From an optimization exercise on the open Yosys and OpenROAD flow, aimed at small area, a short achievable clock period and few clock cycles per item; shortcuts taken in it are not production practice. No functional check of the RTL was part of this run.

<file path="config.mk">
export PLATFORM = sky130hd
export DESIGN_NAME = yuvToRgbTop
export DESIGN_NICKNAME = yuvToRgbTop
export VERILOG_FILES = /design/flow/design.v
export SDC_FILE = /design/flow/constraint.sdc
export NUM_CORES = 4
export LEC_CHECK = 0
export CAP_MARGIN = 20
export CORE_MARGIN = 2
export CORE_UTILIZATION = 60
export SETUP_SLACK_MARGIN = 5
export SLEW_MARGIN = 20
</file>
<file path="constraint.sdc">
create_clock -name core_clock -period 11.0 [get_ports {Clock_50_I}]
set_input_delay 2.2000 -clock core_clock [delete_from_list [all_inputs] [get_ports {Clock_50_I}]]
set_output_delay 2.2000 -clock core_clock [all_outputs]
set_load 0.01 [all_outputs]
</file>
<file path="design.v">
`default_nettype none
package yuvRgbPkg;
  typedef logic [7:0] sample_t;
  typedef logic [8:0] lineLen_t;
  typedef logic [7:0] pairIdx_t;
  typedef logic signed [31:0] acc_t;
  typedef struct packed {
    sample_t yEven;
    sample_t yOdd;
    sample_t u;
    sample_t v;
  } yuvPair_t;
  typedef struct packed {
    sample_t       yEven;
    sample_t       yOdd;
    sample_t [5:0] uTap;
    sample_t [5:0] vTap;
    logic          lastInLine;
  } chromaWin_t;
  typedef struct packed {
    sample_t yEven;
    sample_t yOdd;
    sample_t uEven;
    sample_t vEven;
    sample_t uOdd;
    sample_t vOdd;
    logic    lastInLine;
  } yuv444Pair_t;
  typedef struct packed {
    sample_t rEven;
    sample_t gEven;
    sample_t bEven;
    sample_t rOdd;
    sample_t gOdd;
    sample_t bOdd;
    logic    lastInLine;
  } rgbPair_t;
endpackage
`default_nettype wire
`timescale 1ns/1ps
`default_nettype none
module lineConfig (
  input  wire                       Clock_50_I,
  input  wire                       Resetn,
  input  wire                       cfgWrite,
  input  wire yuvRgbPkg::lineLen_t  cfgData,
  input  wire                       lineBoundary,
  output yuvRgbPkg::lineLen_t       lineLength,
  output logic                      cfgError
);
  yuvRgbPkg::lineLen_t pendLen;
  logic pendValid;
  logic inRange;
  assign inRange = (cfgData >= 4) && (cfgData <= 256);
  always_ff @(posedge Clock_50_I or negedge Resetn) begin
    if (!Resetn) begin
      lineLength <= yuvRgbPkg::lineLen_t'(160);
      pendValid  <= 1'b0;
      cfgError   <= 1'b0;
    end else begin
      if (lineBoundary && pendValid) begin
        lineLength <= pendLen;
        pendValid  <= 1'b0;
      end
      if (cfgWrite) begin
        if (inRange) begin
          pendValid <= 1'b1;
        end else begin
          cfgError <= 1'b1;
        end
      end
    end
  end
  always_ff @(posedge Clock_50_I) begin
    if (cfgWrite && inRange) begin
      pendLen <= cfgData;
    end
  end
endmodule
`default_nettype wire
`timescale 1ns/1ps
`default_nettype none
`default_nettype wire
`timescale 1ns/1ps
`default_nettype none
module chromaPart (
  input  wire [7:0]  t0,
  input  wire [8:0]  b, c,
  output wire [17:0] pa, pb
);
  firPart u_part (.t0(t0), .b(b), .c(c), .sa(pa), .sb(pb));
endmodule
module chromaInterp (
  input  wire [17:0] pa, pb,
  input  wire [12:0] m21,
  output wire [7:0]  odd
);
  wire [9:0] hi;
  firSum u_sum (.pa(pa), .pb(pb), .m(m21), .s(hi));
  assign odd = hi[9] ? 8'h00 : (hi[8] ? 8'hff : hi[7:0]);
endmodule
module times21 (
  input  wire [7:0]  x,
  output wire [12:0] p
);
  assign p = {5'd0, x} + {3'd0, x, 2'd0} + {1'd0, x, 4'd0};
endmodule
module greenChroma (
  input  wire [7:0] u, v,
  output wire [9:0] w
);
  assign w = {2'd0, ~u} + {1'd0, ~v, 1'b0};
endmodule
module pixelSplit (
  input  wire [22:0] yp,
  input  wire [7:0]  u, v,
  input  wire [9:0]  w,
  output wire [9:0]  hr, hg,
  output wire [10:0] hb,
  output wire        cr, cg, cb
);
  cscSumR u_r (.yp(yp), .v(v), .hi0(hr), .c(cr));
  cscSumG u_g (.yp(yp), .w(w), .v(v), .hi0(hg), .c(cg));
  cscSumB u_b (.yp(yp), .u(u), .hi0(hb), .c(cb));
endmodule
module pixelClip (
  input  wire [9:0]  hr, hg,
  input  wire [10:0] hb,
  input  wire        cr, cg, cb,
  output wire [23:0] rgb
);
  wire rLow  = hr[9];
  wire gLow  = hg[9];
  wire bLow  = hb[10];
  wire rHigh = hr[8] || (&hr[7:0]);
  wire gHigh = hg[8] || (&hg[7:0]);
  wire bHigh = (|hb[9:8]) || (&hb[7:0]);
  wire [7:0] r = hr[7:0] + {7'd0, cr};
  wire [7:0] g = hg[7:0] + {7'd0, cg};
  wire [7:0] b = hb[7:0] + {7'd0, cb};
  assign rgb[23:16] = rLow ? 8'h00 : (rHigh ? 8'hff : r);
  assign rgb[15:8]  = gLow ? 8'h00 : (gHigh ? 8'hff : g);
  assign rgb[7:0]   = bLow ? 8'h00 : (bHigh ? 8'hff : b);
endmodule
`default_nettype wire
`timescale 1ns/1ps
`default_nettype none
module lumaSum (input wire [7:0] y, output wire [22:0] s);
  wire n1 = ~y[0];
  wire n3 = ~(y[1] ^ y[3]);
  wire n4 = y[1] | y[3];
  wire n5 = ~(y[2] ^ y[4]);
  wire n6 = y[2] | y[4];
  wire n7 = ~y[0] ^ y[3] ^ y[5];
  wire n8 = (~y[0] & y[3]) | (~y[0] & y[5]) | (y[3] & y[5]);
  wire n9 = y[0] ^ ~y[1] ^ y[4];
  wire n10 = (y[0] & ~y[1]) | (y[0] & y[4]) | (~y[1] & y[4]);
  wire n11 = y[1] ^ ~y[2] ^ y[5];
  wire n12 = (y[1] & ~y[2]) | (y[1] & y[5]) | (~y[2] & y[5]);
  wire n13 = y[2] ^ ~y[3];
  wire n14 = y[2] & ~y[3];
  wire n15 = y[3] ^ ~y[4];
  wire n16 = y[3] & ~y[4];
  wire n17 = ~y[0];
  wire n19 = ~(y[1] ^ y[3]);
  wire n20 = y[1] | y[3];
  wire n21 = n1 ^ y[2] ^ y[4];
  wire n22 = (n1 & y[2]) | (n1 & y[4]) | (y[2] & y[4]);
  wire n23 = y[0] ^ n3 ^ y[5];
  wire n24 = (y[0] & n3) | (y[0] & y[5]) | (n3 & y[5]);
  wire n25 = n4 ^ n5 ^ y[6];
  wire n26 = (n4 & n5) | (n4 & y[6]) | (n5 & y[6]);
  wire n27 = n6 ^ n7 ^ y[7];
  wire n28 = (n6 & n7) | (n6 & y[7]) | (n7 & y[7]);
  wire n29 = n8 ^ n9 ^ y[6];
  wire n30 = (n8 & n9) | (n8 & y[6]) | (n9 & y[6]);
  wire n31 = n10 ^ n11 ^ y[7];
  wire n32 = (n10 & n11) | (n10 & y[7]) | (n11 & y[7]);
  wire n33 = n12 ^ n13 ^ y[6];
  wire n34 = (n12 & n13) | (n12 & y[6]) | (n13 & y[6]);
  wire n35 = n14 ^ n15 ^ y[7];
  wire n36 = (n14 & n15) | (n14 & y[7]) | (n15 & y[7]);
  wire n37 = n16 ^ y[4] ^ ~y[5];
  wire n38 = (n16 & y[4]) | (n16 & ~y[5]) | (y[4] & ~y[5]);
  wire n39 = y[5] ^ ~y[6];
  wire n40 = y[5] & ~y[6];
  wire n41 = y[6] ^ ~y[7];
  wire n42 = y[6] & ~y[7];
  wire n43 = ~y[7];
  wire [22:0] ra = {n43, n41, n39, n37, n35, n33, n31, n29, n27, n25, n23, n21, n19, y[2], y[1], ~y[7], ~y[6], ~y[5], ~y[4], ~y[3], ~y[2], ~y[1], ~y[0]};
  wire [22:0] rb = {n42, n40, n38, n36, n34, n32, n30, n28, n26, n24, n22, n20, y[0], n17, 1'b1, y[0], 1'b0, 1'b0, 1'b0, 1'b0, 1'b0, 1'b0, 1'b1};
  wire [22:0] tot = ra + rb;
  assign s = tot[22:0];
endmodule
module cscSumR (input wire [22:0] yp, input wire [7:0] v, output wire [9:0] hi0, output wire c);
  wire n1 = ~v[2];
  wire n3 = ~(v[0] ^ v[3]);
  wire n4 = v[0] | v[3];
  wire n5 = v[5] ^ ~v[7];
  wire n6 = v[5] & ~v[7];
  wire n7 = ~(v[1] ^ v[4]);
  wire n8 = v[1] | v[4];
  wire n9 = v[6] ^ yp[6];
  wire n10 = v[6] & yp[6];
  wire n11 = v[2] ^ v[5] ^ v[7];
  wire n12 = (v[2] & v[5]) | (v[2] & v[7]) | (v[5] & v[7]);
  wire n13 = ~v[3];
  wire n15 = ~(~v[0] ^ v[4]);
  wire n16 = ~v[0] | v[4];
  wire n17 = ~~v[1];
  wire n19 = v[0] ^ ~v[2];
  wire n20 = v[0] & ~v[2];
  wire n21 = v[1] ^ ~v[3];
  wire n22 = v[1] & ~v[3];
  wire n23 = ~(~v[0] ^ v[2]);
  wire n24 = ~v[0] | v[2];
  wire n25 = ~(~v[1] ^ v[3]);
  wire n26 = ~v[1] | v[3];
  wire n27 = v[0] ^ ~v[2] ^ v[4];
  wire n28 = (v[0] & ~v[2]) | (v[0] & v[4]) | (~v[2] & v[4]);
  wire n29 = v[1] ^ ~v[3] ^ v[5];
  wire n30 = (v[1] & ~v[3]) | (v[1] & v[5]) | (~v[3] & v[5]);
  wire n31 = ~(v[2] ^ ~v[4]);
  wire n32 = v[2] | ~v[4];
  wire n33 = ~(v[3] ^ ~v[5]);
  wire n34 = v[3] | ~v[5];
  wire n35 = v[0] ^ v[2];
  wire n36 = v[0] & v[2];
  wire n37 = v[1] ^ v[3] ^ ~v[5];
  wire n38 = (v[1] & v[3]) | (v[1] & ~v[5]) | (v[3] & ~v[5]);
  wire n39 = n1 ^ v[4] ^ ~v[6];
  wire n40 = (n1 & v[4]) | (n1 & ~v[6]) | (v[4] & ~v[6]);
  wire n41 = v[2] ^ n5 ^ n3;
  wire n42 = (v[2] & n5) | (v[2] & n3) | (n5 & n3);
  wire n43 = n6 ^ n4 ^ n9;
  wire n44 = (n6 & n4) | (n6 & n9) | (n4 & n9);
  wire n45 = n10 ^ n8 ^ n11;
  wire n46 = (n10 & n8) | (n10 & n11) | (n8 & n11);
  wire n47 = n12 ^ n13 ^ v[6];
  wire n48 = (n12 & n13) | (n12 & v[6]) | (n13 & v[6]);
  wire n49 = v[3] ^ n15 ^ v[7];
  wire n50 = (v[3] & n15) | (v[3] & v[7]) | (n15 & v[7]);
  wire n51 = n16 ^ n17 ^ v[5];
  wire n52 = (n16 & n17) | (n16 & v[5]) | (n17 & v[5]);
  wire n53 = ~v[1] ^ n19 ^ v[6];
  wire n54 = (~v[1] & n19) | (~v[1] & v[6]) | (n19 & v[6]);
  wire n55 = n20 ^ n21 ^ v[7];
  wire n56 = (n20 & n21) | (n20 & v[7]) | (n21 & v[7]);
  wire n57 = n22 ^ n23 ^ ~v[4];
  wire n58 = (n22 & n23) | (n22 & ~v[4]) | (n23 & ~v[4]);
  wire n59 = n24 ^ n25 ^ ~v[5];
  wire n60 = (n24 & n25) | (n24 & ~v[5]) | (n25 & ~v[5]);
  wire n61 = n26 ^ n27 ^ ~v[6];
  wire n62 = (n26 & n27) | (n26 & ~v[6]) | (n27 & ~v[6]);
  wire n63 = n28 ^ n29 ^ ~v[7];
  wire n64 = (n28 & n29) | (n28 & ~v[7]) | (n29 & ~v[7]);
  wire n65 = n30 ^ n31 ^ v[6];
  wire n66 = (n30 & n31) | (n30 & v[6]) | (n31 & v[6]);
  wire n67 = n32 ^ n33 ^ v[7];
  wire n68 = (n32 & n33) | (n32 & v[7]) | (n33 & v[7]);
  wire n69 = n34 ^ v[4] ^ ~v[6];
  wire n70 = (n34 & v[4]) | (n34 & ~v[6]) | (v[4] & ~v[6]);
  wire n71 = v[5] ^ ~v[7];
  wire n72 = v[5] & ~v[7];
  wire n73 = ~v[6];
  wire n75 = v[0] ^ ~v[2];
  wire n76 = v[0] & ~v[2];
  wire n77 = v[1] ^ ~v[3] ^ yp[1];
  wire n78 = (v[1] & ~v[3]) | (v[1] & yp[1]) | (~v[3] & yp[1]);
  wire n79 = n35 ^ ~v[4] ^ yp[2];
  wire n80 = (n35 & ~v[4]) | (n35 & yp[2]) | (~v[4] & yp[2]);
  wire n81 = n36 ^ n37 ^ yp[3];
  wire n82 = (n36 & n37) | (n36 & yp[3]) | (n37 & yp[3]);
  wire n83 = n38 ^ n39 ^ yp[4];
  wire n84 = (n38 & n39) | (n38 & yp[4]) | (n39 & yp[4]);
  wire n85 = n40 ^ n41 ^ yp[5];
  wire n86 = (n40 & n41) | (n40 & yp[5]) | (n41 & yp[5]);
  wire n87 = n42 ^ n43 ^ n7;
  wire n88 = (n42 & n43) | (n42 & n7) | (n43 & n7);
  wire n89 = n44 ^ n45 ^ yp[7];
  wire n90 = (n44 & n45) | (n44 & yp[7]) | (n45 & yp[7]);
  wire n91 = n46 ^ n47 ^ yp[8];
  wire n92 = (n46 & n47) | (n46 & yp[8]) | (n47 & yp[8]);
  wire n93 = n48 ^ n49 ^ yp[9];
  wire n94 = (n48 & n49) | (n48 & yp[9]) | (n49 & yp[9]);
  wire n95 = n50 ^ n51 ^ yp[10];
  wire n96 = (n50 & n51) | (n50 & yp[10]) | (n51 & yp[10]);
  wire n97 = n52 ^ n53 ^ yp[11];
  wire n98 = (n52 & n53) | (n52 & yp[11]) | (n53 & yp[11]);
  wire n99 = n54 ^ n55 ^ yp[12];
  wire n100 = (n54 & n55) | (n54 & yp[12]) | (n55 & yp[12]);
  wire n101 = n56 ^ n57 ^ yp[13];
  wire n102 = (n56 & n57) | (n56 & yp[13]) | (n57 & yp[13]);
  wire n103 = n58 ^ n59 ^ yp[14];
  wire n104 = (n58 & n59) | (n58 & yp[14]) | (n59 & yp[14]);
  wire n105 = n60 ^ n61 ^ yp[15];
  wire n106 = (n60 & n61) | (n60 & yp[15]) | (n61 & yp[15]);
  wire n107 = n62 ^ n63 ^ yp[16];
  wire n108 = (n62 & n63) | (n62 & yp[16]) | (n63 & yp[16]);
  wire n109 = n64 ^ n65 ^ yp[17];
  wire n110 = (n64 & n65) | (n64 & yp[17]) | (n65 & yp[17]);
  wire n111 = n66 ^ n67 ^ yp[18];
  wire n112 = (n66 & n67) | (n66 & yp[18]) | (n67 & yp[18]);
  wire n113 = n68 ^ n69 ^ yp[19];
  wire n114 = (n68 & n69) | (n68 & yp[19]) | (n69 & yp[19]);
  wire n115 = n70 ^ n71 ^ yp[20];
  wire n116 = (n70 & n71) | (n70 & yp[20]) | (n71 & yp[20]);
  wire n117 = n72 ^ n73 ^ yp[21];
  wire n118 = (n72 & n73) | (n72 & yp[21]) | (n73 & yp[21]);
  wire n119 = v[6] ^ v[7] ^ yp[22];
  wire n120 = (v[6] & v[7]) | (v[6] & yp[22]) | (v[7] & yp[22]);
  wire [25:0] ra = {1'b1, n119, n117, n115, n113, n111, n109, n107, n105, n103, n101, n99, n97, n95, n93, n91, n89, n87, n85, n83, n81, n79, n77, yp[0], ~v[1], ~v[0]};
  wire [25:0] rb = {n120, n118, n116, n114, n112, n110, n108, n106, n104, n102, n100, n98, n96, n94, n92, n90, n88, n86, n84, n82, n80, n78, n76, n75, 1'b0, 1'b1};
  wire [16:0] low = {1'b0, ra[15:0]} + {1'b0, rb[15:0]};
  assign c = low[16];
  assign hi0 = ra[25:16] + rb[25:16];
endmodule
module cscSumG (input wire [22:0] yp, input wire [9:0] w, input wire [7:0] v, output wire [9:0] hi0, output wire c);
  wire n1 = ~~v[2];
  wire n3 = v[0] ^ ~v[3] ^ v[4];
  wire n4 = (v[0] & ~v[3]) | (v[0] & v[4]) | (~v[3] & v[4]);
  wire n5 = w[0] ^ w[1];
  wire n6 = w[0] & w[1];
  wire n7 = v[1] ^ ~v[4] ^ v[5];
  wire n8 = (v[1] & ~v[4]) | (v[1] & v[5]) | (~v[4] & v[5]);
  wire n9 = w[1] ^ w[2] ^ yp[3];
  wire n10 = (w[1] & w[2]) | (w[1] & yp[3]) | (w[2] & yp[3]);
  wire n11 = v[2] ^ ~v[5] ^ v[6];
  wire n12 = (v[2] & ~v[5]) | (v[2] & v[6]) | (~v[5] & v[6]);
  wire n13 = w[2] ^ w[3] ^ yp[4];
  wire n14 = (w[2] & w[3]) | (w[2] & yp[4]) | (w[3] & yp[4]);
  wire n15 = v[3] ^ ~v[6] ^ v[7];
  wire n16 = (v[3] & ~v[6]) | (v[3] & v[7]) | (~v[6] & v[7]);
  wire n17 = w[3] ^ w[4] ^ yp[5];
  wire n18 = (w[3] & w[4]) | (w[3] & yp[5]) | (w[4] & yp[5]);
  wire n19 = ~(v[4] ^ ~v[7]);
  wire n20 = v[4] | ~v[7];
  wire n21 = w[4] ^ w[5] ^ yp[6];
  wire n22 = (w[4] & w[5]) | (w[4] & yp[6]) | (w[5] & yp[6]);
  wire n23 = ~(v[5] ^ w[5]);
  wire n24 = v[5] | w[5];
  wire n25 = w[6] ^ yp[7];
  wire n26 = w[6] & yp[7];
  wire n27 = ~(v[6] ^ w[0]);
  wire n28 = v[6] | w[0];
  wire n29 = w[6] ^ w[7] ^ yp[8];
  wire n30 = (w[6] & w[7]) | (w[6] & yp[8]) | (w[7] & yp[8]);
  wire n31 = ~v[0] ^ v[7] ^ w[1];
  wire n32 = (~v[0] & v[7]) | (~v[0] & w[1]) | (v[7] & w[1]);
  wire n33 = w[7] ^ w[8] ^ yp[9];
  wire n34 = (w[7] & w[8]) | (w[7] & yp[9]) | (w[8] & yp[9]);
  wire n35 = ~v[1] ^ w[2] ^ w[8];
  wire n36 = (~v[1] & w[2]) | (~v[1] & w[8]) | (w[2] & w[8]);
  wire n37 = w[9] ^ yp[10];
  wire n38 = w[9] & yp[10];
  wire n39 = ~v[2] ^ ~w[0] ^ w[3];
  wire n40 = (~v[2] & ~w[0]) | (~v[2] & w[3]) | (~w[0] & w[3]);
  wire n41 = w[9] ^ yp[11];
  wire n42 = w[9] & yp[11];
  wire n43 = ~v[3] ^ ~w[1] ^ w[4];
  wire n44 = (~v[3] & ~w[1]) | (~v[3] & w[4]) | (~w[1] & w[4]);
  wire n45 = ~(~v[4] ^ w[0]);
  wire n46 = ~v[4] | w[0];
  wire n47 = ~w[2] ^ w[5];
  wire n48 = ~w[2] & w[5];
  wire n49 = ~v[5] ^ w[1] ^ ~w[3];
  wire n50 = (~v[5] & w[1]) | (~v[5] & ~w[3]) | (w[1] & ~w[3]);
  wire n51 = w[6] ^ yp[14];
  wire n52 = w[6] & yp[14];
  wire n53 = ~v[6] ^ w[2] ^ ~w[4];
  wire n54 = (~v[6] & w[2]) | (~v[6] & ~w[4]) | (w[2] & ~w[4]);
  wire n55 = w[7] ^ yp[15];
  wire n56 = w[7] & yp[15];
  wire n57 = ~(~v[7] ^ w[3]);
  wire n58 = ~v[7] | w[3];
  wire n59 = ~w[5] ^ w[8] ^ yp[16];
  wire n60 = (~w[5] & w[8]) | (~w[5] & yp[16]) | (w[8] & yp[16]);
  wire n61 = w[4] ^ ~w[6] ^ w[9];
  wire n62 = (w[4] & ~w[6]) | (w[4] & w[9]) | (~w[6] & w[9]);
  wire n63 = ~w[5];
  wire n65 = n1 ^ v[3];
  wire n66 = n1 & v[3];
  wire n67 = ~v[2] ^ n5 ^ n3;
  wire n68 = (~v[2] & n5) | (~v[2] & n3) | (n5 & n3);
  wire n69 = n6 ^ n4 ^ n9;
  wire n70 = (n6 & n4) | (n6 & n9) | (n4 & n9);
  wire n71 = n10 ^ n8 ^ n13;
  wire n72 = (n10 & n8) | (n10 & n13) | (n8 & n13);
  wire n73 = n14 ^ n12 ^ n17;
  wire n74 = (n14 & n12) | (n14 & n17) | (n12 & n17);
  wire n75 = n18 ^ n16 ^ n21;
  wire n76 = (n18 & n16) | (n18 & n21) | (n16 & n21);
  wire n77 = n22 ^ n20 ^ n25;
  wire n78 = (n22 & n20) | (n22 & n25) | (n20 & n25);
  wire n79 = n26 ^ n24 ^ n29;
  wire n80 = (n26 & n24) | (n26 & n29) | (n24 & n29);
  wire n81 = n30 ^ n28 ^ n33;
  wire n82 = (n30 & n28) | (n30 & n33) | (n28 & n33);
  wire n83 = n34 ^ n32 ^ n37;
  wire n84 = (n34 & n32) | (n34 & n37) | (n32 & n37);
  wire n85 = n38 ^ n36 ^ n41;
  wire n86 = (n38 & n36) | (n38 & n41) | (n36 & n41);
  wire n87 = n42 ^ n40 ^ n43;
  wire n88 = (n42 & n40) | (n42 & n43) | (n40 & n43);
  wire n89 = n44 ^ n47 ^ n45;
  wire n90 = (n44 & n47) | (n44 & n45) | (n47 & n45);
  wire n91 = n48 ^ n46 ^ n51;
  wire n92 = (n48 & n46) | (n48 & n51) | (n46 & n51);
  wire n93 = n52 ^ n50 ^ n55;
  wire n94 = (n52 & n50) | (n52 & n55) | (n50 & n55);
  wire n95 = n56 ^ n54 ^ n59;
  wire n96 = (n56 & n54) | (n56 & n59) | (n54 & n59);
  wire n97 = n60 ^ n58 ^ n61;
  wire n98 = (n60 & n58) | (n60 & n61) | (n58 & n61);
  wire n99 = n62 ^ n63 ^ ~w[7];
  wire n100 = (n62 & n63) | (n62 & ~w[7]) | (n63 & ~w[7]);
  wire n101 = w[5] ^ w[6] ^ ~w[8];
  wire n102 = (w[5] & w[6]) | (w[5] & ~w[8]) | (w[6] & ~w[8]);
  wire n103 = ~(w[7] ^ ~w[9]);
  wire n104 = w[7] | ~w[9];
  wire n105 = ~w[8];
  wire n107 = ~~v[0];
  wire n109 = ~v[1] ^ v[2] ^ yp[0];
  wire n110 = (~v[1] & v[2]) | (~v[1] & yp[0]) | (v[2] & yp[0]);
  wire n111 = n65 ^ w[0] ^ yp[1];
  wire n112 = (n65 & w[0]) | (n65 & yp[1]) | (w[0] & yp[1]);
  wire n113 = n66 ^ n67 ^ yp[2];
  wire n114 = (n66 & n67) | (n66 & yp[2]) | (n67 & yp[2]);
  wire n115 = n68 ^ n69 ^ n7;
  wire n116 = (n68 & n69) | (n68 & n7) | (n69 & n7);
  wire n117 = n70 ^ n71 ^ n11;
  wire n118 = (n70 & n71) | (n70 & n11) | (n71 & n11);
  wire n119 = n72 ^ n73 ^ n15;
  wire n120 = (n72 & n73) | (n72 & n15) | (n73 & n15);
  wire n121 = n74 ^ n75 ^ n19;
  wire n122 = (n74 & n75) | (n74 & n19) | (n75 & n19);
  wire n123 = n76 ^ n77 ^ n23;
  wire n124 = (n76 & n77) | (n76 & n23) | (n77 & n23);
  wire n125 = n78 ^ n79 ^ n27;
  wire n126 = (n78 & n79) | (n78 & n27) | (n79 & n27);
  wire n127 = n80 ^ n81 ^ n31;
  wire n128 = (n80 & n81) | (n80 & n31) | (n81 & n31);
  wire n129 = n82 ^ n83 ^ n35;
  wire n130 = (n82 & n83) | (n82 & n35) | (n83 & n35);
  wire n131 = n84 ^ n85 ^ n39;
  wire n132 = (n84 & n85) | (n84 & n39) | (n85 & n39);
  wire n133 = n86 ^ n87 ^ yp[12];
  wire n134 = (n86 & n87) | (n86 & yp[12]) | (n87 & yp[12]);
  wire n135 = n88 ^ n89 ^ yp[13];
  wire n136 = (n88 & n89) | (n88 & yp[13]) | (n89 & yp[13]);
  wire n137 = n90 ^ n91 ^ n49;
  wire n138 = (n90 & n91) | (n90 & n49) | (n91 & n49);
  wire n139 = n92 ^ n93 ^ n53;
  wire n140 = (n92 & n93) | (n92 & n53) | (n93 & n53);
  wire n141 = n94 ^ n95 ^ n57;
  wire n142 = (n94 & n95) | (n94 & n57) | (n95 & n57);
  wire n143 = n96 ^ n97 ^ yp[17];
  wire n144 = (n96 & n97) | (n96 & yp[17]) | (n97 & yp[17]);
  wire n145 = n98 ^ n99 ^ yp[18];
  wire n146 = (n98 & n99) | (n98 & yp[18]) | (n99 & yp[18]);
  wire n147 = n100 ^ n101 ^ yp[19];
  wire n148 = (n100 & n101) | (n100 & yp[19]) | (n101 & yp[19]);
  wire n149 = n102 ^ n103 ^ yp[20];
  wire n150 = (n102 & n103) | (n102 & yp[20]) | (n103 & yp[20]);
  wire n151 = n104 ^ n105 ^ yp[21];
  wire n152 = (n104 & n105) | (n104 & yp[21]) | (n105 & yp[21]);
  wire n153 = w[8] ^ w[9] ^ yp[22];
  wire n154 = (w[8] & w[9]) | (w[8] & yp[22]) | (w[9] & yp[22]);
  wire [25:0] ra = {1'b1, n153, n151, n149, n147, n145, n143, n141, n139, n137, n135, n133, n131, n129, n127, n125, n123, n121, n119, n117, n115, n113, n111, n109, v[1], v[0]};
  wire [25:0] rb = {n154, n152, n150, n148, n146, n144, n142, n140, n138, n136, n134, n132, n130, n128, n126, n124, n122, n120, n118, n116, n114, n112, n110, ~v[0], n107, 1'b0};
  wire [16:0] low = {1'b0, ra[15:0]} + {1'b0, rb[15:0]};
  assign c = low[16];
  assign hi0 = ra[25:16] + rb[25:16];
endmodule
module cscSumB (input wire [22:0] yp, input wire [7:0] u, output wire [10:0] hi0, output wire c);
  wire n1 = ~u[1];
  wire n3 = ~(u[0] ^ u[2]);
  wire n4 = u[0] | u[2];
  wire n5 = ~u[5] ^ ~u[7];
  wire n6 = ~u[5] & ~u[7];
  wire n7 = ~(u[1] ^ u[3]);
  wire n8 = u[1] | u[3];
  wire n9 = ~u[6] ^ yp[6];
  wire n10 = ~u[6] & yp[6];
  wire n11 = u[2] ^ u[4] ^ ~u[7];
  wire n12 = (u[2] & u[4]) | (u[2] & ~u[7]) | (u[4] & ~u[7]);
  wire n13 = ~(u[0] ^ u[3]);
  wire n14 = u[0] | u[3];
  wire n15 = ~(u[1] ^ u[4]);
  wire n16 = u[1] | u[4];
  wire n17 = u[2] ^ u[5];
  wire n18 = u[2] & u[5];
  wire n19 = ~~u[0];
  wire n21 = ~u[1] ^ ~u[3];
  wire n22 = ~u[1] & ~u[3];
  wire n23 = ~u[2] ^ ~u[4];
  wire n24 = ~u[2] & ~u[4];
  wire n25 = u[0] ^ ~u[3] ^ ~u[5];
  wire n26 = (u[0] & ~u[3]) | (u[0] & ~u[5]) | (~u[3] & ~u[5]);
  wire n27 = n1 ^ ~u[4] ^ ~u[6];
  wire n28 = (n1 & ~u[4]) | (n1 & ~u[6]) | (~u[4] & ~u[6]);
  wire n29 = u[1] ^ n5 ^ n3;
  wire n30 = (u[1] & n5) | (u[1] & n3) | (n5 & n3);
  wire n31 = n6 ^ n4 ^ n9;
  wire n32 = (n6 & n4) | (n6 & n9) | (n4 & n9);
  wire n33 = n10 ^ n8 ^ n11;
  wire n34 = (n10 & n8) | (n10 & n11) | (n8 & n11);
  wire n35 = n12 ^ n13 ^ u[5];
  wire n36 = (n12 & n13) | (n12 & u[5]) | (n13 & u[5]);
  wire n37 = n14 ^ n15 ^ u[6];
  wire n38 = (n14 & n15) | (n14 & u[6]) | (n15 & u[6]);
  wire n39 = n16 ^ n17 ^ u[7];
  wire n40 = (n16 & n17) | (n16 & u[7]) | (n17 & u[7]);
  wire n41 = n18 ^ u[3] ^ u[6];
  wire n42 = (n18 & u[3]) | (n18 & u[6]) | (u[3] & u[6]);
  wire n43 = u[4] ^ u[7];
  wire n44 = u[4] & u[7];
  wire n45 = ~u[0];
  wire n47 = n19 ^ ~u[2];
  wire n48 = n19 & ~u[2];
  wire n49 = ~u[0] ^ n21 ^ yp[1];
  wire n50 = (~u[0] & n21) | (~u[0] & yp[1]) | (n21 & yp[1]);
  wire n51 = n22 ^ n23 ^ yp[2];
  wire n52 = (n22 & n23) | (n22 & yp[2]) | (n23 & yp[2]);
  wire n53 = n24 ^ n25 ^ yp[3];
  wire n54 = (n24 & n25) | (n24 & yp[3]) | (n25 & yp[3]);
  wire n55 = n26 ^ n27 ^ yp[4];
  wire n56 = (n26 & n27) | (n26 & yp[4]) | (n27 & yp[4]);
  wire n57 = n28 ^ n29 ^ yp[5];
  wire n58 = (n28 & n29) | (n28 & yp[5]) | (n29 & yp[5]);
  wire n59 = n30 ^ n31 ^ n7;
  wire n60 = (n30 & n31) | (n30 & n7) | (n31 & n7);
  wire n61 = n32 ^ n33 ^ yp[7];
  wire n62 = (n32 & n33) | (n32 & yp[7]) | (n33 & yp[7]);
  wire n63 = n34 ^ n35 ^ yp[8];
  wire n64 = (n34 & n35) | (n34 & yp[8]) | (n35 & yp[8]);
  wire n65 = n36 ^ n37 ^ yp[9];
  wire n66 = (n36 & n37) | (n36 & yp[9]) | (n37 & yp[9]);
  wire n67 = n38 ^ n39 ^ yp[10];
  wire n68 = (n38 & n39) | (n38 & yp[10]) | (n39 & yp[10]);
  wire n69 = n40 ^ n41 ^ yp[11];
  wire n70 = (n40 & n41) | (n40 & yp[11]) | (n41 & yp[11]);
  wire n71 = n42 ^ n43 ^ yp[12];
  wire n72 = (n42 & n43) | (n42 & yp[12]) | (n43 & yp[12]);
  wire n73 = n44 ^ u[5] ^ yp[13];
  wire n74 = (n44 & u[5]) | (n44 & yp[13]) | (u[5] & yp[13]);
  wire n75 = ~(u[6] ^ yp[14]);
  wire n76 = u[6] | yp[14];
  wire n77 = n45 ^ u[7] ^ yp[15];
  wire n78 = (n45 & u[7]) | (n45 & yp[15]) | (u[7] & yp[15]);
  wire n79 = u[0] ^ u[1] ^ yp[16];
  wire n80 = (u[0] & u[1]) | (u[0] & yp[16]) | (u[1] & yp[16]);
  wire n81 = ~(u[2] ^ yp[17]);
  wire n82 = u[2] | yp[17];
  wire n83 = u[3] ^ yp[18];
  wire n84 = u[3] & yp[18];
  wire n85 = ~(u[4] ^ yp[19]);
  wire n86 = u[4] | yp[19];
  wire n87 = ~(u[5] ^ yp[20]);
  wire n88 = u[5] | yp[20];
  wire n89 = ~(u[6] ^ yp[21]);
  wire n90 = u[6] | yp[21];
  wire n91 = u[7] ^ yp[22];
  wire n92 = u[7] & yp[22];
  wire [26:0] ra = {1'b1, 1'b1, n91, n89, n87, n85, n83, n81, n79, n77, n75, n73, n71, n69, n67, n65, n63, n61, n59, n57, n55, n53, n51, n49, yp[0], ~u[1], ~u[0]};
  wire [26:0] rb = {1'b0, n92, n90, n88, n86, n84, n82, n80, n78, n76, n74, n72, n70, n68, n66, n64, n62, n60, n58, n56, n54, n52, n50, n48, n47, 1'b0, 1'b1};
  wire [16:0] low = {1'b0, ra[15:0]} + {1'b0, rb[15:0]};
  assign c = low[16];
  assign hi0 = ra[26:16] + rb[26:16];
endmodule
module firPart (input wire [7:0] t0, input wire [8:0] b, input wire [8:0] c, output wire [17:0] sa, output wire [17:0] sb);
  wire n1 = c[0] ^ ~c[5];
  wire n2 = c[0] & ~c[5];
  wire n3 = ~(c[1] ^ ~c[6]);
  wire n4 = c[1] | ~c[6];
  wire n5 = ~b[0] ^ b[3] ^ b[4];
  wire n6 = (~b[0] & b[3]) | (~b[0] & b[4]) | (b[3] & b[4]);
  wire n7 = ~c[0] ^ c[2] ^ ~c[7];
  wire n8 = (~c[0] & c[2]) | (~c[0] & ~c[7]) | (c[2] & ~c[7]);
  wire n9 = ~b[1] ^ b[4] ^ b[5];
  wire n10 = (~b[1] & b[4]) | (~b[1] & b[5]) | (b[4] & b[5]);
  wire n11 = t0[3] ^ t0[5];
  wire n12 = t0[3] & t0[5];
  wire n13 = ~c[0] ^ ~c[1] ^ c[3];
  wire n14 = (~c[0] & ~c[1]) | (~c[0] & c[3]) | (~c[1] & c[3]);
  wire n15 = ~c[8] ^ ~b[2] ^ b[5];
  wire n16 = (~c[8] & ~b[2]) | (~c[8] & b[5]) | (~b[2] & b[5]);
  wire n17 = b[6] ^ t0[4] ^ t0[6];
  wire n18 = (b[6] & t0[4]) | (b[6] & t0[6]) | (t0[4] & t0[6]);
  wire n19 = c[0] ^ ~c[1] ^ ~c[2];
  wire n20 = (c[0] & ~c[1]) | (c[0] & ~c[2]) | (~c[1] & ~c[2]);
  wire n21 = c[4] ^ ~b[3] ^ b[6];
  wire n22 = (c[4] & ~b[3]) | (c[4] & b[6]) | (~b[3] & b[6]);
  wire n23 = b[7] ^ t0[5] ^ t0[7];
  wire n24 = (b[7] & t0[5]) | (b[7] & t0[7]) | (t0[5] & t0[7]);
  wire n25 = c[1] ^ ~c[2] ^ ~c[3];
  wire n26 = (c[1] & ~c[2]) | (c[1] & ~c[3]) | (~c[2] & ~c[3]);
  wire n27 = c[5] ^ ~b[4] ^ b[7];
  wire n28 = (c[5] & ~b[4]) | (c[5] & b[7]) | (~b[4] & b[7]);
  wire n29 = b[8] ^ t0[6];
  wire n30 = b[8] & t0[6];
  wire n31 = c[2] ^ ~c[3] ^ ~c[4];
  wire n32 = (c[2] & ~c[3]) | (c[2] & ~c[4]) | (~c[3] & ~c[4]);
  wire n33 = c[6] ^ ~b[5] ^ b[8];
  wire n34 = (c[6] & ~b[5]) | (c[6] & b[8]) | (~b[5] & b[8]);
  wire n35 = c[3] ^ ~c[4];
  wire n36 = c[3] & ~c[4];
  wire n37 = ~c[3] ^ b[0];
  wire n38 = ~c[3] & b[0];
  wire n39 = ~c[4] ^ b[1] ^ b[2];
  wire n40 = (~c[4] & b[1]) | (~c[4] & b[2]) | (b[1] & b[2]);
  wire n41 = t0[0] ^ t0[2];
  wire n42 = t0[0] & t0[2];
  wire n43 = n1 ^ b[2] ^ b[3];
  wire n44 = (n1 & b[2]) | (n1 & b[3]) | (b[2] & b[3]);
  wire n45 = t0[1] ^ t0[3] ^ t0[5];
  wire n46 = (t0[1] & t0[3]) | (t0[1] & t0[5]) | (t0[3] & t0[5]);
  wire n47 = n2 ^ n5 ^ n3;
  wire n48 = (n2 & n5) | (n2 & n3) | (n5 & n3);
  wire n49 = t0[2] ^ t0[4] ^ t0[6];
  wire n50 = (t0[2] & t0[4]) | (t0[2] & t0[6]) | (t0[4] & t0[6]);
  wire n51 = n6 ^ n4 ^ n11;
  wire n52 = (n6 & n4) | (n6 & n11) | (n4 & n11);
  wire n53 = n9 ^ n7 ^ t0[7];
  wire n54 = (n9 & n7) | (n9 & t0[7]) | (n7 & t0[7]);
  wire n55 = n12 ^ n10 ^ n8;
  wire n56 = (n12 & n10) | (n12 & n8) | (n10 & n8);
  wire n57 = n17 ^ n15 ^ n13;
  wire n58 = (n17 & n15) | (n17 & n13) | (n15 & n13);
  wire n59 = n18 ^ n16 ^ n14;
  wire n60 = (n18 & n16) | (n18 & n14) | (n16 & n14);
  wire n61 = n23 ^ n21 ^ n19;
  wire n62 = (n23 & n21) | (n23 & n19) | (n21 & n19);
  wire n63 = n24 ^ n22 ^ n20;
  wire n64 = (n24 & n22) | (n24 & n20) | (n22 & n20);
  wire n65 = n29 ^ n27 ^ n25;
  wire n66 = (n29 & n27) | (n29 & n25) | (n27 & n25);
  wire n67 = n30 ^ n28 ^ n26;
  wire n68 = (n30 & n28) | (n30 & n26) | (n28 & n26);
  wire n69 = n33 ^ n31 ^ t0[7];
  wire n70 = (n33 & n31) | (n33 & t0[7]) | (n31 & t0[7]);
  wire n71 = n34 ^ n32 ^ n35;
  wire n72 = (n34 & n32) | (n34 & n35) | (n32 & n35);
  wire n73 = ~c[5] ^ c[7] ^ ~b[6];
  wire n74 = (~c[5] & c[7]) | (~c[5] & ~b[6]) | (c[7] & ~b[6]);
  wire n75 = n36 ^ c[4] ^ ~c[5];
  wire n76 = (n36 & c[4]) | (n36 & ~c[5]) | (c[4] & ~c[5]);
  wire n77 = ~c[6] ^ c[8] ^ ~b[7];
  wire n78 = (~c[6] & c[8]) | (~c[6] & ~b[7]) | (c[8] & ~b[7]);
  wire n79 = c[5] ^ ~c[6] ^ ~c[7];
  wire n80 = (c[5] & ~c[6]) | (c[5] & ~c[7]) | (~c[6] & ~c[7]);
  wire n81 = ~c[6];
  wire n83 = ~c[2] ^ b[0];
  wire n84 = ~c[2] & b[0];
  wire n85 = n37 ^ b[1] ^ t0[1];
  wire n86 = (n37 & b[1]) | (n37 & t0[1]) | (b[1] & t0[1]);
  wire n87 = n38 ^ n41 ^ n39;
  wire n88 = (n38 & n41) | (n38 & n39) | (n41 & n39);
  wire n89 = n42 ^ n40 ^ n45;
  wire n90 = (n42 & n40) | (n42 & n45) | (n40 & n45);
  wire n91 = n46 ^ n44 ^ n49;
  wire n92 = (n46 & n44) | (n46 & n49) | (n44 & n49);
  wire n93 = n50 ^ n48 ^ n53;
  wire n94 = (n50 & n48) | (n50 & n53) | (n48 & n53);
  wire n95 = n54 ^ n52 ^ n57;
  wire n96 = (n54 & n52) | (n54 & n57) | (n52 & n57);
  wire n97 = n58 ^ n56 ^ n61;
  wire n98 = (n58 & n56) | (n58 & n61) | (n56 & n61);
  wire n99 = n62 ^ n60 ^ n65;
  wire n100 = (n62 & n60) | (n62 & n65) | (n60 & n65);
  wire n101 = n66 ^ n64 ^ n69;
  wire n102 = (n66 & n64) | (n66 & n69) | (n64 & n69);
  wire n103 = n70 ^ n68 ^ n73;
  wire n104 = (n70 & n68) | (n70 & n73) | (n68 & n73);
  wire n105 = n74 ^ n72 ^ n77;
  wire n106 = (n74 & n72) | (n74 & n77) | (n72 & n77);
  wire n107 = n78 ^ n76 ^ n79;
  wire n108 = (n78 & n76) | (n78 & n79) | (n76 & n79);
  wire n109 = n80 ^ n81 ^ ~c[7];
  wire n110 = (n80 & n81) | (n80 & ~c[7]) | (n81 & ~c[7]);
  wire n111 = c[6] ^ c[7];
  wire n112 = c[6] & c[7];
  wire n113 = ~~c[0];
  wire n115 = ~c[1] ^ t0[1];
  wire n116 = ~c[1] & t0[1];
  wire n117 = n83 ^ t0[0] ^ t0[2];
  wire n118 = (n83 & t0[0]) | (n83 & t0[2]) | (t0[0] & t0[2]);
  wire n119 = n84 ^ n85 ^ t0[3];
  wire n120 = (n84 & n85) | (n84 & t0[3]) | (n85 & t0[3]);
  wire n121 = n86 ^ n87 ^ t0[4];
  wire n122 = (n86 & n87) | (n86 & t0[4]) | (n87 & t0[4]);
  wire n123 = n88 ^ n89 ^ n43;
  wire n124 = (n88 & n89) | (n88 & n43) | (n89 & n43);
  wire n125 = n90 ^ n91 ^ n47;
  wire n126 = (n90 & n91) | (n90 & n47) | (n91 & n47);
  wire n127 = n92 ^ n93 ^ n51;
  wire n128 = (n92 & n93) | (n92 & n51) | (n93 & n51);
  wire n129 = n94 ^ n95 ^ n55;
  wire n130 = (n94 & n95) | (n94 & n55) | (n95 & n55);
  wire n131 = n96 ^ n97 ^ n59;
  wire n132 = (n96 & n97) | (n96 & n59) | (n97 & n59);
  wire n133 = n98 ^ n99 ^ n63;
  wire n134 = (n98 & n99) | (n98 & n63) | (n99 & n63);
  wire n135 = n100 ^ n101 ^ n67;
  wire n136 = (n100 & n101) | (n100 & n67) | (n101 & n67);
  wire n137 = n102 ^ n103 ^ n71;
  wire n138 = (n102 & n103) | (n102 & n71) | (n103 & n71);
  wire n139 = n104 ^ n105 ^ n75;
  wire n140 = (n104 & n105) | (n104 & n75) | (n105 & n75);
  wire n141 = n106 ^ n107 ^ ~b[8];
  wire n142 = (n106 & n107) | (n106 & ~b[8]) | (n107 & ~b[8]);
  wire n143 = n108 ^ n109 ^ ~c[8];
  wire n144 = (n108 & n109) | (n108 & ~c[8]) | (n109 & ~c[8]);
  wire n145 = n110 ^ n111 ^ ~c[8];
  wire n146 = (n110 & n111) | (n110 & ~c[8]) | (n111 & ~c[8]);
  wire n147 = n112 ^ c[8];
  wire n148 = n112 & c[8];
  wire [17:0] ra = {n147, n145, n143, n141, n139, n137, n135, n133, n131, n129, n127, n125, n123, n121, n119, n117, n115, t0[0]};
  wire [17:0] rb = {n146, n144, n142, n140, n138, n136, n134, n132, n130, n128, n126, n124, n122, n120, n118, n116, ~c[0], n113};
  assign sa = ra;
  assign sb = rb;
endmodule
module firSum (input wire [17:0] pa, input wire [17:0] pb, input wire [12:0] m, output wire [9:0] s);
  wire n1 = m[0] ^ pb[0];
  wire n2 = m[0] & pb[0];
  wire n3 = m[1] ^ pb[1] ^ pa[1];
  wire n4 = (m[1] & pb[1]) | (m[1] & pa[1]) | (pb[1] & pa[1]);
  wire n5 = m[2] ^ pb[2] ^ pa[2];
  wire n6 = (m[2] & pb[2]) | (m[2] & pa[2]) | (pb[2] & pa[2]);
  wire n7 = m[3] ^ pb[3] ^ pa[3];
  wire n8 = (m[3] & pb[3]) | (m[3] & pa[3]) | (pb[3] & pa[3]);
  wire n9 = m[4] ^ pb[4] ^ pa[4];
  wire n10 = (m[4] & pb[4]) | (m[4] & pa[4]) | (pb[4] & pa[4]);
  wire n11 = m[5] ^ pb[5] ^ pa[5];
  wire n12 = (m[5] & pb[5]) | (m[5] & pa[5]) | (pb[5] & pa[5]);
  wire n13 = m[6] ^ pb[6] ^ pa[6];
  wire n14 = (m[6] & pb[6]) | (m[6] & pa[6]) | (pb[6] & pa[6]);
  wire n15 = m[7] ^ pb[7] ^ pa[7];
  wire n16 = (m[7] & pb[7]) | (m[7] & pa[7]) | (pb[7] & pa[7]);
  wire n17 = m[8] ^ pb[8] ^ pa[8];
  wire n18 = (m[8] & pb[8]) | (m[8] & pa[8]) | (pb[8] & pa[8]);
  wire n19 = m[9] ^ pb[9] ^ pa[9];
  wire n20 = (m[9] & pb[9]) | (m[9] & pa[9]) | (pb[9] & pa[9]);
  wire n21 = m[10] ^ pb[10] ^ pa[10];
  wire n22 = (m[10] & pb[10]) | (m[10] & pa[10]) | (pb[10] & pa[10]);
  wire n23 = m[11] ^ pb[11] ^ pa[11];
  wire n24 = (m[11] & pb[11]) | (m[11] & pa[11]) | (pb[11] & pa[11]);
  wire n25 = m[12] ^ pb[12] ^ pa[12];
  wire n26 = (m[12] & pb[12]) | (m[12] & pa[12]) | (pb[12] & pa[12]);
  wire n27 = pb[13] ^ pa[13];
  wire n28 = pb[13] & pa[13];
  wire n29 = pb[14] ^ pa[14];
  wire n30 = pb[14] & pa[14];
  wire n31 = pb[15] ^ pa[15];
  wire n32 = pb[15] & pa[15];
  wire n33 = pb[16] ^ pa[16];
  wire n34 = pb[16] & pa[16];
  wire n35 = pb[17] ^ pa[17];
  wire n36 = pb[17] & pa[17];
  wire [17:0] ra = {n35, n33, n31, n29, n27, n25, n23, n21, n19, n17, n15, n13, n11, n9, n7, n5, n3, pa[0]};
  wire [17:0] rb = {n34, n32, n30, n28, n26, n24, n22, n20, n18, n16, n14, n12, n10, n8, n6, n4, n2, n1};
  wire [17:0] tot = ra + rb;
  assign s = tot[17:8];
endmodule
`default_nettype wire
`timescale 1ns/1ps
`default_nettype none
module yuvToRgbTop (
  input  wire                       Clock_50_I,
  input  wire                       Resetn,
  input  wire [31:0]                inPair,
  input  wire                       inValid,
  input  wire                       rgbReady,
  input  wire                       cfgWrite,
  input  wire [8:0]                 cfgData,
  output logic                      inReady,
  output logic [48:0]               rgbPair,
  output logic                      rgbValid,
  output logic [8:0]                lineLength,
  output logic                      cfgError
);
  logic       inRdy;        
  logic       en;           
  logic [7:0] pairCnt;      
  logic [1:0] flushCnt;     
  logic       accept;
  logic       isLast;
  logic       isFirst;
  logic       lineBoundary;
  logic       flushStep;
  assign accept       = inValid && inRdy;
  assign isLast       = ({1'b0, pairCnt} == lineLength - 9'd1);
  assign isFirst      = (pairCnt == 8'd0);
  assign lineBoundary = accept ? isLast : isFirst;
  assign flushStep    = en && (flushCnt != 2'd0);
  assign inReady      = inRdy;
  lineConfig u_lineConfig (
    .Clock_50_I   (Clock_50_I),
    .Resetn       (Resetn),
    .cfgWrite     (cfgWrite),
    .cfgData      (cfgData),
    .lineBoundary (lineBoundary),
    .lineLength   (lineLength),
    .cfgError     (cfgError)
  );
  logic        outValid;
  logic        skidValid;
  logic        outFree;
  logic        push;
  logic [48:0] result;
  logic [48:0] skid;
  logic        resValid;
  logic        skidNext;
  logic [1:0]  flushNext;
  assign outFree  = !outValid || rgbReady;
  assign push     = en && resValid;
  assign skidNext = skidValid ? !outFree : (push && !outFree);
  always_comb begin
    flushNext = flushCnt;
    if (accept && isLast) flushNext = 2'd3;
    else if (flushStep)   flushNext = flushCnt - 2'd1;
  end
  always_ff @(posedge Clock_50_I or negedge Resetn) begin
    if (!Resetn) begin
      inRdy     <= 1'b0;
      en        <= 1'b0;
      pairCnt   <= '0;
      flushCnt  <= '0;
      outValid  <= 1'b0;
      skidValid <= 1'b0;
    end else begin
      if (accept) pairCnt <= isLast ? 8'd0 : pairCnt + 8'd1;
      flushCnt  <= flushNext;
      en        <= !skidNext;
      inRdy     <= !skidNext && (flushNext == 2'd0);
      skidValid <= skidNext;
      if (outFree) outValid <= skidValid || push;
    end
  end
  always_ff @(posedge Clock_50_I) begin
    if (!skidValid) skid <= result;
    if (outFree) rgbPair <= skidValid ? skid : result;
  end
  assign rgbValid = outValid;
  logic [7:0]  yE [0:3];
  logic [7:0]  yO [0:3];
  logic [7:0]  uT [1:5];
  logic [7:0]  vT [1:5];
  logic [17:0] uPa, uPb;
  logic [17:0] vPa, vPb;
  logic [17:0] uPaNext, uPbNext;
  logic [17:0] vPaNext, vPbNext;
  logic [8:0]  uB, uC, vB, vC;      
  logic [7:0]  uNew, vNew;          
  logic [12:0] uM21, vM21;          
  logic [12:0] uM21Next, vM21Next;
  logic        winValid;
  logic        winLast;
  logic        shift;
  assign shift = accept || flushStep;
  chromaPart u_partU (.t0(uT[1]), .b(uB), .c(uC), .pa(uPaNext), .pb(uPbNext));
  chromaPart u_partV (.t0(vT[1]), .b(vB), .c(vC), .pa(vPaNext), .pb(vPbNext));
  times21 u_m21U (.x(inPair[15:8]), .p(uM21Next));
  times21 u_m21V (.x(inPair[7:0]),  .p(vM21Next));
  assign uNew = (flushCnt != 2'd0) ? uT[5] : inPair[15:8];
  assign vNew = (flushCnt != 2'd0) ? vT[5] : inPair[7:0];
  always_ff @(posedge Clock_50_I) begin
    if (accept) begin
      yE[3] <= inPair[31:24];
      yO[3] <= inPair[23:16];
      uT[5] <= inPair[15:8];
      vT[5] <= inPair[7:0];
      uM21  <= uM21Next;
      vM21  <= vM21Next;
    end
    if (shift) begin
      for (int i = 0; i < 3; i++) begin
        yE[i] <= yE[i+1];
        yO[i] <= yO[i+1];
      end
      for (int i = 1; i < 3; i++) begin
        uT[i] <= uT[i+1];
        vT[i] <= vT[i+1];
      end
      uT[3] <= (accept && isFirst) ? inPair[15:8] : uT[4];
      uT[4] <= (accept && isFirst) ? inPair[15:8] : uT[5];
      vT[3] <= (accept && isFirst) ? inPair[7:0]  : vT[4];
      vT[4] <= (accept && isFirst) ? inPair[7:0]  : vT[5];
      uB  <= {1'b0, uT[3]} + {1'b0, uNew};
      uC  <= {1'b0, uT[4]} + {1'b0, uT[5]};
      vB  <= {1'b0, vT[3]} + {1'b0, vNew};
      vC  <= {1'b0, vT[4]} + {1'b0, vT[5]};
      uPa <= uPaNext;
      uPb <= uPbNext;
      vPa <= vPaNext;
      vPb <= vPbNext;
    end
  end
  always_ff @(posedge Clock_50_I or negedge Resetn) begin
    if (!Resetn) begin
      winValid <= 1'b0;
    end else if (en) begin
      winValid <= (accept && (pairCnt >= 8'd3)) || flushStep;
    end
  end
  always_ff @(posedge Clock_50_I) begin
    if (en) winLast <= flushStep && (flushCnt == 2'd1);
  end
  logic [7:0]  uOdd;
  logic [7:0]  vOdd;
  logic [22:0] ypEven;
  logic [22:0] ypOdd;
  chromaInterp u_firU (.pa(uPa), .pb(uPb), .m21(uM21), .odd(uOdd));
  chromaInterp u_firV (.pa(vPa), .pb(vPb), .m21(vM21), .odd(vOdd));
  logic [9:0]  wEven;
  logic [9:0]  wOdd;
  greenChroma u_wE (.u(uT[2]), .v(vT[2]), .w(wEven));
  greenChroma u_wO (.u(uOdd),  .v(vOdd),  .w(wOdd));
  lumaSum u_lumaE (.y(yE[0]), .s(ypEven));
  lumaSum u_lumaO (.y(yO[0]), .s(ypOdd));
  logic        p1Valid;
  logic [22:0] p1YpE;
  logic [22:0] p1YpO;
  logic [7:0]  p1UE;
  logic [7:0]  p1VE;
  logic [7:0]  p1UO;
  logic [7:0]  p1VO;
  logic [9:0]  p1WE;
  logic [9:0]  p1WO;
  logic        p1Last;
  always_ff @(posedge Clock_50_I or negedge Resetn) begin
    if (!Resetn) p1Valid <= 1'b0;
    else if (en) p1Valid <= winValid;
  end
  always_ff @(posedge Clock_50_I) begin
    if (en) begin
      p1YpE  <= ypEven;
      p1YpO  <= ypOdd;
      p1UE   <= uT[2];
      p1VE   <= vT[2];
      p1UO   <= uOdd;
      p1VO   <= vOdd;
      p1WE   <= wEven;
      p1WO   <= wOdd;
      p1Last <= winLast;
    end
  end
  logic [9:0]  hrE, hgE, hrO, hgO;
  logic [10:0] hbE, hbO;
  logic        crE, cgE, cbE, crO, cgO, cbO;
  pixelSplit u_sumE (.yp(p1YpE), .u(p1UE), .v(p1VE), .w(p1WE), .hr(hrE), .hg(hgE), .hb(hbE), .cr(crE), .cg(cgE), .cb(cbE));
  pixelSplit u_sumO (.yp(p1YpO), .u(p1UO), .v(p1VO), .w(p1WO), .hr(hrO), .hg(hgO), .hb(hbO), .cr(crO), .cg(cgO), .cb(cbO));
  logic        p2Valid;
  logic [9:0]  p2HrE, p2HgE, p2HrO, p2HgO;
  logic [10:0] p2HbE, p2HbO;
  logic        p2CrE, p2CgE, p2CbE, p2CrO, p2CgO, p2CbO;
  logic        p2Last;
  always_ff @(posedge Clock_50_I or negedge Resetn) begin
    if (!Resetn) p2Valid <= 1'b0;
    else if (en) p2Valid <= p1Valid;
  end
  always_ff @(posedge Clock_50_I) begin
    if (en) begin
      p2HrE <= hrE; p2HgE <= hgE; p2HbE <= hbE;
      p2CrE <= crE; p2CgE <= cgE; p2CbE <= cbE;
      p2HrO <= hrO; p2HgO <= hgO; p2HbO <= hbO;
      p2CrO <= crO; p2CgO <= cgO; p2CbO <= cbO;
      p2Last <= p1Last;
    end
  end
  logic [23:0] rgbEven;
  logic [23:0] rgbOdd;
  pixelClip u_clipE (.hr(p2HrE), .hg(p2HgE), .hb(p2HbE), .cr(p2CrE), .cg(p2CgE), .cb(p2CbE), .rgb(rgbEven));
  pixelClip u_clipO (.hr(p2HrO), .hg(p2HgO), .hb(p2HbO), .cr(p2CrO), .cg(p2CgO), .cb(p2CbO), .rgb(rgbOdd));
  assign result   = {rgbEven, rgbOdd, p2Last};
  assign resValid = p2Valid;
endmodule
`default_nettype wire
</file>
<file path="flow/run.sh">
#!/bin/bash
set -euo pipefail
bash ./standard.sh SETUP_SLACK_MARGIN=7.3 MATCH_CELL_FOOTPRINT=0 'BUFFER_PORTS_ARGS=-buffer_cell sky130_fd_sc_hd__buf_2' finish > standard_flow.log 2>&1
</file>
<file path="standard.sh">
#!/bin/bash
# synth_recipe.tcl (not shown) runs the flow's synth.tcl, then flattens the netlist and writes it again
# the make line also repeats each setting of config.mk as NAME=value (left out here)
make -C /OpenROAD-flow-scripts/flow DESIGN_CONFIG=/design/flow/config.mk WORK_HOME=/design/flow/orfs CLKGATE_MAP_FILE= SYNTH_SCRIPT=/design/flow/synth_recipe.tcl "${@:-finish}"
</file>
==> run notes <==
registers in the layout, summed over array words and instances (netlist names), 10 cells and up:
signal	cells
yO	32
uT	38
p2HrO	10
p2HbO	11
p2HgO	10
vM21	13
vT	38
uPa	18
p2HbE	11
uPb	18
vPb	18
yE	32
p1YpE	23
skid	49
p1WO	10
rgbPair	49
p2HrE	10
p2HgE	10
vPa	18
p1YpO	23
uM21	13
p1WE	10
worst paths after layout:
kind	start	slack [ns]	endpoint
hold / removal	yE[2][0]$_DFFE_PP_	0.40	yE[1][0]$_DFFE_PP_
hold reg to reg	yE[2][0]$_DFFE_PP_	0.40	yE[1][0]$_DFFE_PP_
setup reg to reg	uM21[7]$_DFFE_PP_	6.21	p1WO[8]$_DFFE_PP_
min in group asynchronous	Resetn	1.56	u_lineConfig.cfgError$_DFFE_PN0P_
setup / recovery	uM21[7]$_DFFE_PP_	6.21	p1WO[8]$_DFFE_PP_
max in group asynchronous	Resetn	8.94	en$_DFF_PN0_
timing repair:
item | in CTS | in global routing
gates resized for setup | 124 | 119
pin swaps | 96 | 93
gates cloned | 2 | 0
setup endpoints to repair | 231 | 244
setup buffers | 115 | 59
layer usage:
metal / track usage [%] / part of all wire, % / wire length [um] / up-vias
met1: 34.4 / 44 / 38500 / 12699
li1: - / - / - / 12142
met2: 43.3 / 49 / 43500 / 507
met4: 7.22 / 2.8 / 2450 / 0
met5: 0 / 0 / 0 / -
met3: 3.49 / 4.4 / 3850 / 150
Yosys cell counts, drive strengths merged, types with 14 or more instances:
master,count,area (um2)
nand4,14,87.6
a211oi,33,248
nor2b,30,188
dfrtp,26,651
and3,16,100
ha,431,5390
nand2b,27,169
nor2,103,389
mux2,27,323
a21oi,116,581
xor2,61,534
clkbuf,21,78.8
a21o,88,661
o21bai,38,285
xnor2,143,1270
nor3,31,160
o31ai,22,165
nand2,156,586
o21ai,100,500
edfxtp,501,15000
o21a,34,255
dfxtp,49,981
inv,763,2860
nand3,45,225
fa,436,8730
cell families after synthesis:
group | synth area share (%)
adder cells (fa/ha/maj) | 33.9
AND/OR/NAND/NOR | 5.50
XOR/XNOR | 4.33
flip-flops | 40.1
multiplexers | 0.846
AO/OA/AOI/OAI | 8.15
buffers and inverters | 7.20
final cells by class:
type | instances | area [um2]
multi-input cells | 2088 | 22900
fillers | 4970 | 20700
flip-flops and latches | 578 | 16700
inverters | 763 | 2940
repair buffers | 288 | 2140
clock buffers | 81 | 1700
well taps | 931 | 1160
clock inverters | 35 | 468
metrics by stage:
stage,util [%],cells
5_1_grt,69.9,4764
2_1_floorplan,-,3459
6_report,69.9,4764
3_5_place_dp,63.6,4472
4_1_cts,68.6,4705
3_3_place_gp,63.6,4471
==> run_results.csv <==
group,metric,value,unit
clock_network,hold_buffers,0,
global_route,grt_max_degree,95,
critical_path,reg2reg_depth,19,
placement,place_hpwl,67600,um
critical_path,crit_fanout,6,
critical_path,slowest_stage,"fa_1",
timing,fin_crit_sh,43.5,%
critical_path,critPathKind,"register to register",
synth,async_flop_share,4.84,%
critical_path,cp.arrival,5.20,ns
synth,syn_avg_cell_area,12.1,um2
min_path,holdPathStages,0,
detailed_routing,drtIter0Drc,1191,
floorplanning,initial_utilization,60.7,%
detailed_routing,wirelength,88300,um
timing,setup-violations-final,0,
clock_network,worstSkewPairLatency,0.67,ns
floorplanning,chipWidth,268,um
synth,synth_top_flop_cell,"edfxtp_1",
final_layout,nets,4693,
synth,syn-num-nets,4372,
timing,skew,0.0527,ns
detailed_routing,routedWlPerCell,18.5,um
floorplanning,core.rowCount,96,
timing,tightest_slew,0.973,ns
critical_path,start_kind,"register",
placement,place_area,0.0437,mm2
clock_network,tritoncts,"built",
placement,io_buffers,106,
detailed_routing,drt_pass1_iterations,7,
timing,setup_tns,0,ns
global_route,grt.total_usage,25.4,%
timing,rsz0062_at_grt,"true",
floorplanning,num_io_pins,107,
global_route,grt.overflow.total,0,
floorplanning,coreArea,0.0687,mm2
synth,syn_area,0.0417,mm2
synth,yosysSeqAreaShare,40.1,%
synth,synth.distinct_cells,76,
clock_network,clockBufferDepth,3,
critical_path,cp_num_buf_inv,1,
critical_path,crit_cells,19,
final_layout,postLayoutCellArea,0.0480,mm2
critical_path,cp_slowest_stage_delay,0.60,ns
timing,hold_violations,0,
clock_network,cts_buffers,61,
final_layout,layout_commonest_cell,"inv_1",
status,status,"finished clean",
critical_path,path_cells,"fa_1 -> ha_4 -> a21o_1 -> a2111o_1 -> a211o_1 -> a41o_1 -> a2111oi_4 -> nor2_2 -> a311oi_4 -> o21ai_1 -> ha_2 -> buf_4 -> a21o_1 -> a21oi_2 -> o21ai_2 -> a21oi_2 -> o21bai_1 -> a21oi_1 -> xnor2_1",
global_route,grt_pass1_wl,142000,um
synth,synth_edf_count,501,
global_route,antenna_found_initial,0,
critical_path,crit_family,"compound AO/OA/AOI/OAI gates",
final_layout,syn_to_final_growth,15.2,%
timing,relSlewSlack,35.1,%
min_path,hp-class,"register to register",
critical_path,critPathCaptureType,"register",
final_layout,final_cell_mix,"inv_1, edfxtp_1, fa_1",
critical_path,required,11.42,ns
timing,fin_ws,6.21,ns
detailed_routing,ant_nets,0,
run,drv_cap,0,
floorplanning,die_h,268,um
clock_network,numClockSinks,578,
timing,slew_violations,0,
detailed_routing,drc,0,
placement,pre_cts_slack,6.03,ns
synth,synthCells,3459,
synth,ys_ff_latch,578,
floorplanning,dieArea,0.0717,mm2
final_layout,n_antenna_cell,0,
global_route,grt_pass1_vias,26959,
clock_network,cts_root_buffer,"clkbuf_16",
clock_network,htree_levels,2,
timing,fin_hold_ws,0.402,ns
synth,synth_warnings,10,
detailed_routing,num_vias,25498,
timing,period_minus_slack,4.79,ns
final_layout,drive_above_1_share,17.0,%
detailed_routing,vias_per_cell,5.35,
timing,fmax,209,MHz
clock_network,cts.clk_slew.worst_paths,0.06,ns
placement,gp_routability_congestion,0.953,

[re-timing with driven ports]
No port has a modelled driver above. Below, the same layout with a new extraction and two added sets of constraints.
Step 1: set_driving_cell puts a clkbuf_16 on Clock_50_I and a buf_2 on each other input, an assumption about the parent block.
Step 2 moves the port delays by t, midway between the first and last clock arrival at a register: inputs arrive t later, outputs are due t later. That takes back most of the time a late clock gives input paths.
Slacks: no drivers / after step 1 / after step 2; pairs: no drivers / after step 1.
t, ns: 0.705
setup WS [ns]: 6.213 / 6.213 / 6.213
worst slew at a driven data input, ns: 0.06
After both steps this run still meets setup and hold. The setup slack of this run moves by 0.000 ns with the drivers and by 0.000 ns with both steps.
